Source: an optimization exercise on an open RTL-to-GDS flow (aim: small area and a short achievable clock period). Production flows keep margins and buffers that such runs may drop. Function was checked by simulation only, so behaviour that the tests miss may differ from the original. Power figures rest on the tool's default switching activity, not on a simulated workload.

// icache_assoc_prefetch
module icache_assoc_prefetch #(
    parameter int NUM_SETS       = 16,
    parameter int NUM_WAYS       = 2,
    parameter int PREFETCH_DEPTH = 4,
    parameter int NUM_MSHR       = 4
) (
    input  logic        clock,
    input  logic        reset,
    input  logic        squash,
    input  logic [3:0]  Imem2proc_response,
    input  logic [63:0] Imem2proc_data,
    input  logic [3:0]  Imem2proc_tag,
    input  logic [31:0] proc2Icache_addr,
    input  logic        early_branch_valid,
    input  logic [12:0] early_branch_target,
    output logic [1:0]  proc2Imem_command,
    output logic [31:0] proc2Imem_addr,
    output logic [63:0] Icache_data_out,
    output logic        Icache_valid_out
);
For scale: about 6600 cells after synthesis, roughly 2500 flip-flops, ~220 I/O pins, about 0.10 mm2 of cells after synthesis.
==> flow/config.mk <==
export PLATFORM = sky130hd
export DESIGN_NAME = icache_assoc_prefetch
export DESIGN_NICKNAME = icache_assoc_prefetch
export VERILOG_FILES = /design/flow/design.v
export SDC_FILE = /design/flow/constraint.sdc
export NUM_CORES = 4
export LEC_CHECK = 0
export CAP_MARGIN = 30
export CORE_MARGIN = 2
export CORE_UTILIZATION = 65
export CTS_BUF_LIST = sky130_fd_sc_hd__clkbuf_8
export CTS_CLUSTER_DIAMETER = 60
export CTS_CLUSTER_SIZE = 16
export SETUP_SLACK_MARGIN = 5
export SLEW_MARGIN = 40
export DONT_USE_CELLS = sky130_fd_sc_hd__clkdlybuf4s15_1 sky130_fd_sc_hd__clkdlybuf4s15_2 sky130_fd_sc_hd__clkdlybuf4s18_1 sky130_fd_sc_hd__clkdlybuf4s18_2 sky130_fd_sc_hd__clkdlybuf4s25_1 sky130_fd_sc_hd__clkdlybuf4s25_2 sky130_fd_sc_hd__clkdlybuf4s50_1 sky130_fd_sc_hd__clkdlybuf4s50_2 sky130_fd_sc_hd__dlygate4sd1_1 sky130_fd_sc_hd__dlygate4sd2_1 sky130_fd_sc_hd__dlygate4sd3_1 sky130_fd_sc_hd__dlymetal6s2s_1 sky130_fd_sc_hd__dlymetal6s4s_1 sky130_fd_sc_hd__dlymetal6s6s_1
export BUFFER_PORTS_ARGS = -buffer_cell sky130_fd_sc_hd__buf_4
==> flow/constraint.sdc <==
create_clock -name core_clock -period 12.5 [get_ports {clock}]
set_input_delay 2.5000 -clock core_clock [delete_from_list [all_inputs] [get_ports {clock}]]
set_output_delay 2.5000 -clock core_clock [all_outputs]
set_load 0.01 [all_outputs]
standard.sh (not shown) runs the stock make flow with config.mk's settings and CLKGATE_MAP_FILE= SYNTH_SCRIPT=/design/flow/synth_recipe.tcl, a recipe that flattens the netlist after the stock synthesis.
==> flow/flow/run.sh <==
#!/bin/bash
# Standard ORFS layout with two placement tweaks:
#  - port buffers are plain buffers instead of the delay cells buffer_ports picks
#  - delay cells are kept out of placement and timing repair
# Synthesis runs first with the standard flow's configuration unchanged.
set -euo pipefail
cd "$(dirname "$0")/.."
bash standard.sh synth > flow_synth.log 2>&1
cat >> config.mk <<'EOF'
export DONT_USE_CELLS = sky130_fd_sc_hd__clkdlybuf4s15_1 sky130_fd_sc_hd__clkdlybuf4s15_2 sky130_fd_sc_hd__clkdlybuf4s18_1 sky130_fd_sc_hd__clkdlybuf4s18_2 sky130_fd_sc_hd__clkdlybuf4s25_1 sky130_fd_sc_hd__clkdlybuf4s25_2 sky130_fd_sc_hd__clkdlybuf4s50_1 sky130_fd_sc_hd__clkdlybuf4s50_2 sky130_fd_sc_hd__dlygate4sd1_1 sky130_fd_sc_hd__dlygate4sd2_1 sky130_fd_sc_hd__dlygate4sd3_1 sky130_fd_sc_hd__dlymetal6s2s_1 sky130_fd_sc_hd__dlymetal6s4s_1 sky130_fd_sc_hd__dlymetal6s6s_1
export BUFFER_PORTS_ARGS = -buffer_cell sky130_fd_sc_hd__buf_4
EOF
bash standard.sh finish > flow_finish.log 2>&1
The baseline finished with timing, DRC and antenna clean.
Change:
==> flow/run.sh (new file) <==
#!/bin/bash
# synth_recipe.tcl (not shown) runs the flow's synth.tcl, then flattens the netlist and writes it again
# the make line also repeats each setting of config.mk as NAME=value (left out here)
make -C /OpenROAD-flow-scripts/flow DESIGN_CONFIG=/design/flow/config.mk WORK_HOME=/design/flow/orfs CLKGATE_MAP_FILE= SYNTH_SCRIPT=/design/flow/synth_recipe.tcl finish
Settings changed: BUFFER_PORTS_ARGS -buffer_cell sky130_fd_sc_hd__buf_4 to default, CAP_MARGIN 30 to 20, DONT_USE_CELLS sky130_fd_sc_hd__clkdlybuf4s15_1 sky130_fd_sc_hd__clkdlybuf4s15_2 sky130_fd_sc_hd__clkdlybuf4s18_1 sky130_fd_sc_hd__clkdlybuf4s18_2 sky130_fd_sc_hd__clkdlybuf4s25_1 sky130_fd_sc_hd__clkdlybuf4s25_2 sky130_fd_sc_hd__clkdlybuf4s50_1 sky130_fd_sc_hd__clkdlybuf4s50_2 sky130_fd_sc_hd__dlygate4sd1_1 sky130_fd_sc_hd__dlygate4sd2_1 sky130_fd_sc_hd__dlygate4sd3_1 sky130_fd_sc_hd__dlymetal6s2s_1 sky130_fd_sc_hd__dlymetal6s4s_1 sky130_fd_sc_hd__dlymetal6s6s_1 to default, SLEW_MARGIN 40 to 20.
removed: flow/flow/run.sh
removed: flow/standard.sh
What happened: The changed run reached the layout checks and failed them: max-slew violations; worst setup slack improves by 0.39 ns; design area rises slightly; synthesized cell count does not change; clock-buffer cell count went up by 2; wire length decreases by a few percent; die area does not change.
Change:
Settings changed: CAP_MARGIN 20 to 30, SLEW_MARGIN 20 to 40.
Outcome: This time the run finished with timing, DRC and antenna clean; via count goes up slightly; register-to-register slack gains 0.29 ns; combinational power falls by a few percent; first-iteration DRC count climbs by a few percent; flip-flop and latch count stays the same; clock-buffer cell count went down by 2.
Change:
Settings changed: GPL_TIMING_DRIVEN from default to 0.
Effect: The new run died in global routing with GRT-0116; area after synthesis stays the same; synthesized cell count is unchanged.

## afterwards: timing with drivers on the ports
The flow's constraints put no driver on any port. The routed layouts listed below were extracted and timed again, unchanged, in two steps. Step 1 assumes that a clkbuf_16 drives the clock port and a buf_2 every other input. Step 2 times the ports against the registers' clock, not the clock port: input delays grow and output delays shrink by t, the midpoint of the rising clock arrivals with the driver on. Slacks: ideal ports / drivers / drivers and shift; pairs: ideal ports / drivers.
run	t, ns	setup slack, ns	clock arrival spread, ns	slew at the worst register clock pin (ns)	worst data-port slew with drivers (ns)
the first run	1.050	3.202 / 3.192 / 2.142	0.053 / 0.053	0.11 / 0.11	0.37
the second run	1.048	3.595 / 3.304 / 3.304	0.087 / 0.087	0.11 / 0.11	0.36
the third run	1.059	3.535 / 3.192 / 3.192	0.085 / 0.085	0.11 / 0.11	0.39
For the first run, which loses most, drivers alone change the setup slack by -0.010 ns; drivers and shift together by -1.060 ns.
